This is an optimization exercise on Yosys and OpenROAD, whose aim is small area, not a production implementation.
Only simulation tests tie the RTL to the original design; equivalence was not proved.
Power and IR drop assume default switching activity.

juniper:
==> module wb_commit_stage, before the edit <==
module wb_commit_stage #(
  parameter int NLANE = 2,
  parameter int XLEN  = 64,
  parameter int DEPTH = 8
) (
  input  logic                    clk,
  input  logic                    rst,
  input  logic                    in_valid,
  output logic                    in_ready,
  input  logic [NLANE-1:0]        in_lane_valid,
  input  logic [NLANE-1:0]        in_wb_en,
  input  logic [5*NLANE-1:0]      in_wd,
  input  logic [XLEN*NLANE-1:0]   in_data,
  input  logic [XLEN*NLANE-1:0]   in_pc,
  input  logic [32*NLANE-1:0]     in_instr,
  output logic [NLANE-1:0]        rf_we,
  output logic [5*NLANE-1:0]      rf_wa,
  output logic [XLEN*NLANE-1:0]   rf_wdata,
  output logic                    commit_valid,
  input  logic                    commit_ready,
  output logic                    commit_is_wb,
  output logic [4:0]              commit_wd,
  output logic [XLEN-1:0]         commit_data,
  output logic [XLEN-1:0]         commit_pc,
  output logic [31:0]             commit_instr,
  output logic [$clog2(DEPTH):0]  commit_count
);
  localparam int CW  = $clog2(DEPTH) + 1;
  localparam int MD  = DEPTH - 2;             
  localparam int MPW = $clog2(MD);
  localparam int MCW = $clog2(MD + 1);
  localparam int RW  = 1 + 5 + XLEN + XLEN + 32;   
  logic [RW-1:0]  stg0, stg1;
  logic           sv0, sv1;
  logic [RW-1:0]  mem [MD];
  logic [MPW-1:0] rdPtr, wrPtr, wrPtr1;
  logic [MCW-1:0] mcnt;
  logic accept, mEmpty, popDo, popM, s0k, s1k;
  logic [1:0] nmv;
  logic [MCW-1:0] mcntNext;
  logic [CW-1:0]  countNext;
  logic [1:0] qual;
  logic [RW-1:0] bank [2];
  logic [1:0]    selS0, selS1;
  logic [MD+1:0] hsel, hselNext;
  logic [MPW-1:0] rdPtrNext;
  logic          sv0Next, sv1Next;
  function automatic logic [MPW-1:0] ptrAdd(input logic [MPW-1:0] p, input logic [1:0] n);
    logic [MPW:0] s;
    s = {1'b0, p} + {{(MPW-1){1'b0}}, n};
    if (s >= MD) s = s - MD;
    ptrAdd = s[MPW-1:0];
  endfunction
  assign accept = in_valid && in_ready;
  assign mEmpty = (mcnt == '0);
  assign commit_valid = !mEmpty || sv0 || sv1;
  assign popDo  = commit_valid && commit_ready;
  assign popM   = popDo && !mEmpty;
  assign s0k    = sv0 && !(popDo && mEmpty);
  assign s1k    = sv1 && !(popDo && mEmpty && !sv0);
  assign nmv    = accept ? (2'(s0k) + 2'(s1k)) : 2'd0;
  assign mcntNext  = mcnt - MCW'(popM) + MCW'(nmv);
  assign countNext = CW'(mcntNext) + (accept ? CW'(in_lane_valid[0]) + CW'(in_lane_valid[1])
                                             : CW'(s0k) + CW'(s1k));
  assign wrPtr1 = ptrAdd(wrPtr, 2'd1);
  assign rdPtrNext = popM ? ptrAdd(rdPtr, 2'd1) : rdPtr;
  assign sv0Next = accept ? in_lane_valid[0] : s0k;
  assign sv1Next = accept ? in_lane_valid[1] : s1k;
  always_comb begin
    for (int e = 0; e < MD; e++) hselNext[e] = (mcntNext != '0) && (rdPtrNext == MPW'(e));
    hselNext[MD]   = (mcntNext == '0) && sv0Next;
    hselNext[MD+1] = (mcntNext == '0) && !sv0Next;
  end
  assign qual[0] = in_lane_valid[0] && in_wb_en[0] && (in_wd[4:0] != 5'd0);
  assign qual[1] = in_lane_valid[1] && in_wb_en[1] && (in_wd[9:5] != 5'd0);
  always_ff @(posedge clk or posedge rst) begin
    if (rst) begin
      rdPtr    <= '0;
      wrPtr    <= '0;
      mcnt     <= '0;
      sv0      <= 1'b0;
      sv1      <= 1'b0;
      hsel     <= '0;
      in_ready <= 1'b0;
      rf_we    <= '0;
    end else begin
      mcnt     <= mcntNext;
      rdPtr    <= rdPtrNext;
      wrPtr    <= ptrAdd(wrPtr, nmv);
      sv0      <= sv0Next;
      sv1      <= sv1Next;
      hsel     <= hselNext;
      in_ready <= (DEPTH - int'(countNext)) >= NLANE;
      rf_we    <= accept ? {qual[1], qual[0] && !(qual[1] && in_wd[9:5] == in_wd[4:0])} : 2'b00;
    end
  end
  always_ff @(posedge clk) begin
    if (accept) begin
      stg0 <= {in_wb_en[0] && (in_wd[4:0] != 5'd0), in_wd[4:0],
               in_data[XLEN-1:0], in_pc[XLEN-1:0], in_instr[31:0]};
      stg1 <= {in_wb_en[1] && (in_wd[9:5] != 5'd0), in_wd[9:5],
               in_data[2*XLEN-1:XLEN], in_pc[2*XLEN-1:XLEN], in_instr[63:32]};
    end
  end
  always_comb begin
    for (int b = 0; b < 2; b++) begin
      selS0[b] = s0k && (wrPtr[0] == b[0]);
      selS1[b] = s1k && ((wrPtr[0] ^ s0k) == b[0]);
      bank[b]  = {RW{selS0[b]}} & stg0 | {RW{selS1[b]}} & stg1;
    end
  end
  always_ff @(posedge clk) begin
    for (int e = 0; e < MD; e++) begin
      if (accept && ((MPW'(e) == wrPtr && (s0k || s1k)) || (MPW'(e) == wrPtr1 && s0k && s1k)))
        mem[e] <= bank[e % 2];
    end
  end
  logic [RW-1:0] head;
  always_comb begin
    head = {RW{hsel[MD]}} & stg0 | {RW{hsel[MD+1]}} & stg1;
    for (int e = 0; e < MD; e++) head = head | ({RW{hsel[e]}} & mem[e]);
  end
  assign {commit_is_wb, commit_wd, commit_data, commit_pc, commit_instr} = head;
  assign commit_count = CW'(mcnt) + CW'(sv0) + CW'(sv1);
  assign rf_wa    = {stg1[RW-2 -: 5], stg0[RW-2 -: 5]};
  assign rf_wdata = {stg1[RW-7 -: XLEN], stg0[RW-7 -: XLEN]};
endmodule
clock: 6.0 ns
lec_check: 0
cap_margin: 20
core_margin: 2
core_utilization: 55
slew_margin: 20
standard.sh (not shown) runs the stock make flow with config.mk's settings and CLKGATE_MAP_FILE= SYNTH_SCRIPT=/design/flow/synth_recipe.tcl, a recipe that flattens the netlist after the stock synthesis.
==> flow/flow/run.sh <==
#!/bin/bash
# The standard ORFS flow (standard.sh) with three changes:
#  * synthesis is synth_recipe.tcl unchanged except that ABC maps with an
#    area-oriented script (flow/synth_area.tcl, flow/area.abc);
#  * port buffers use the smallest buffer, sky130_fd_sc_hd__buf_1;
#  * CTS clusters up to 16 sinks per leaf buffer with clkbuf_4/clkbuf_8 and
#    inserts no dummy loads.
# Synthesis output goes to synth.log, the rest of the flow to standard.log;
# ORFS keeps per-step logs in orfs/logs.
set -euo pipefail
W=$(pwd)
export BUFFER_PORTS_ARGS="-buffer_cell sky130_fd_sc_hd__buf_1"
export CTS_ARGS="-sink_clustering_enable -repair_clock_nets -dont_use_dummy_load -buf_list {sky130_fd_sc_hd__clkbuf_4 sky130_fd_sc_hd__clkbuf_8} -sink_clustering_size 16 -sink_clustering_max_diameter 80"
export AREA_ABC_SCRIPT=$W/flow/area.abc
export FLOW_SYNTH_TCL=$W/synth_recipe.tcl
# Same make call as standard.sh, but with our synthesis script, for the synth target.
MAKEARGS=$(grep -o 'make -C .*' standard.sh | sed -e 's/ "\${@:-finish}"$//' -e "s#SYNTH_SCRIPT=[^ ]*#SYNTH_SCRIPT=$W/flow/synth_area.tcl#")
eval "$MAKEARGS synth" > synth.log 2>&1
bash standard.sh > standard.log 2>&1
==> flow/flow/area.abc <==
strash
&get -n
&st
&synch2
&nf -a
&st
&dch
&nf -a
&st
&dch -f
&nf -a -R 1000
&put
==> flow/flow/synth_area.tcl <==
# The standard flow's synthesis script (synth_recipe.tcl) with one change: ABC maps with an
# area-oriented script (flow/area.abc) instead of ORFS's abc_speed.script.
proc abc {args} {
  set i [lsearch -exact $args -script]
  if {$i >= 0} { set args [lreplace $args [expr $i+1] [expr $i+1] $::env(AREA_ABC_SCRIPT)] }
  yosys abc {*}$args
}
source $::env(FLOW_SYNTH_TCL)
juniper went all the way through synthesis, placement and routing and the layout is clean on timing, DRC and antenna.
--- input diff juniper..pepper ---
--- a/flow/design.v
+++ b/flow/design.v
@@ -31,25 +31,25 @@
   localparam int MCW = $clog2(MD + 1);
   localparam int RW  = 1 + 5 + XLEN + XLEN + 32;   
   logic [RW-1:0]  stg0, stg1;
   logic           sv0, sv1;
   logic [RW-1:0]  mem [MD];
-  logic [MPW-1:0] rdPtr, wrPtr, wrPtr1;
+  logic [MPW-1:0] wrPtr, wrPtr1;
   logic [MCW-1:0] mcnt;
   logic accept, mEmpty, popDo, popM, s0k, s1k;
   logic [1:0] nmv;
   logic [MCW-1:0] mcntNext;
   logic [CW-1:0]  countNext;
   logic [1:0] qual;
   logic [RW-1:0] bank [2];
   logic [1:0]    selS0, selS1;
   logic [MD+1:0] hsel, hselNext;
-  logic [MPW-1:0] rdPtrNext;
+  logic [MD-1:0] rdOHNext;
   logic          sv0Next, sv1Next;
   function automatic logic [MPW-1:0] ptrAdd(input logic [MPW-1:0] p, input logic [1:0] n);
     logic [MPW:0] s;
-    s = {1'b0, p} + {{(MPW-1){1'b0}}, n};
+    s = {1'b0, p} + n;
     if (s >= MD) s = s - MD;
     ptrAdd = s[MPW-1:0];
   endfunction
   assign accept = in_valid && in_ready;
   assign mEmpty = (mcnt == '0);
@@ -61,33 +61,34 @@
   assign nmv    = accept ? (2'(s0k) + 2'(s1k)) : 2'd0;
   assign mcntNext  = mcnt - MCW'(popM) + MCW'(nmv);
   assign countNext = CW'(mcntNext) + (accept ? CW'(in_lane_valid[0]) + CW'(in_lane_valid[1])
                                              : CW'(s0k) + CW'(s1k));
   assign wrPtr1 = ptrAdd(wrPtr, 2'd1);
-  assign rdPtrNext = popM ? ptrAdd(rdPtr, 2'd1) : rdPtr;
+  always_comb begin
+    for (int e = 0; e < MD; e++)
+      rdOHNext[e] = mEmpty ? (wrPtr == MPW'(e)) : popM ? hsel[(e + MD - 1) % MD] : hsel[e];
+  end
   assign sv0Next = accept ? in_lane_valid[0] : s0k;
   assign sv1Next = accept ? in_lane_valid[1] : s1k;
   always_comb begin
-    for (int e = 0; e < MD; e++) hselNext[e] = (mcntNext != '0) && (rdPtrNext == MPW'(e));
+    for (int e = 0; e < MD; e++) hselNext[e] = (mcntNext != '0) && rdOHNext[e];
     hselNext[MD]   = (mcntNext == '0) && sv0Next;
     hselNext[MD+1] = (mcntNext == '0) && !sv0Next;
   end
   assign qual[0] = in_lane_valid[0] && in_wb_en[0] && (in_wd[4:0] != 5'd0);
   assign qual[1] = in_lane_valid[1] && in_wb_en[1] && (in_wd[9:5] != 5'd0);
   always_ff @(posedge clk or posedge rst) begin
     if (rst) begin
-      rdPtr    <= '0;
       wrPtr    <= '0;
       mcnt     <= '0;
       sv0      <= 1'b0;
       sv1      <= 1'b0;
       hsel     <= '0;
       in_ready <= 1'b0;
       rf_we    <= '0;
     end else begin
       mcnt     <= mcntNext;
-      rdPtr    <= rdPtrNext;
       wrPtr    <= ptrAdd(wrPtr, nmv);
       sv0      <= sv0Next;
       sv1      <= sv1Next;
       hsel     <= hselNext;
       in_ready <= (DEPTH - int'(countNext)) >= NLANE;
@@ -103,11 +104,11 @@
     end
   end
   always_comb begin
     for (int b = 0; b < 2; b++) begin
       selS0[b] = s0k && (wrPtr[0] == b[0]);
-      selS1[b] = s1k && ((wrPtr[0] ^ s0k) == b[0]);
+      selS1[b] = s1k && ((s0k ? wrPtr1[0] : wrPtr[0]) == b[0]);
       bank[b]  = {RW{selS0[b]}} & stg0 | {RW{selS1[b]}} & stg1;
     end
   end
   always_ff @(posedge clk) begin
     for (int e = 0; e < MD; e++) begin
--- outcome ---
pepper — pre-CTS setup slack 0.21 ns lower, juniper as reference
Across both runs, share of synthesized flip-flops with an asynchronous set or reset was lower for pepper than for juniper.
In the metrics for juniper and pepper, the one carrying the higher met2 track demand over resource is pepper.
Between juniper and pepper, the difference in clock tree cell share of total cell area is negligible.
Between pepper and juniper, the register bit count reported by yosys figures differ only marginally.
[pepper vs juniper] vias after detailed routing: higher in pepper
Clock group share of total power: juniper and pepper compared, higher one is juniper
Comparing juniper and pepper, combinational group share of total power is higher on pepper.
Looking at juniper and pepper, the total placed instance area is a wash.
On design area, juniper and pepper are basically level.
Summary of pepper over juniper: worst-case clock skew now larger; maximum fanout encountered on the critical timing path rose by 11; worst-margin pin slew now sits higher; delay of the slowest cell on the worst path grew by 0.08 ns.

[port drivers added, routing unchanged]
No port has a modelled driver above. Below, the same layouts with a new extraction and two added sets of constraints. Step 1, drivers: a clkbuf_16 drives clk and a buf_2 each remaining input, both assumed. Step 2 adds t to the input delays and takes it off the output delays; t is the mean of the earliest and latest rising clock arrival at the registers after step 1. Input paths then give back, and output paths get back, about the clock's delay inside the block. Three values: ideal, step 1, step 2; two values: the first two.
| run | t (ns) | setup WS [ns] | worst hold slack (ns) | cell pins on the clock port's net |
|---|---|---|---|---|
| juniper | 0.806 | 1.515 / 1.446 / 1.029 | 0.458 / 0.410 / 0.619 | 1 |
| pepper | 0.832 | 1.494 / 1.424 / 0.881 | 0.434 / 0.385 / 0.626 | 1 |
After both steps setup and hold are still met in every run listed. For pepper, which loses most, drivers alone change the setup slack by -0.070 ns; drivers and shift together by -0.613 ns.
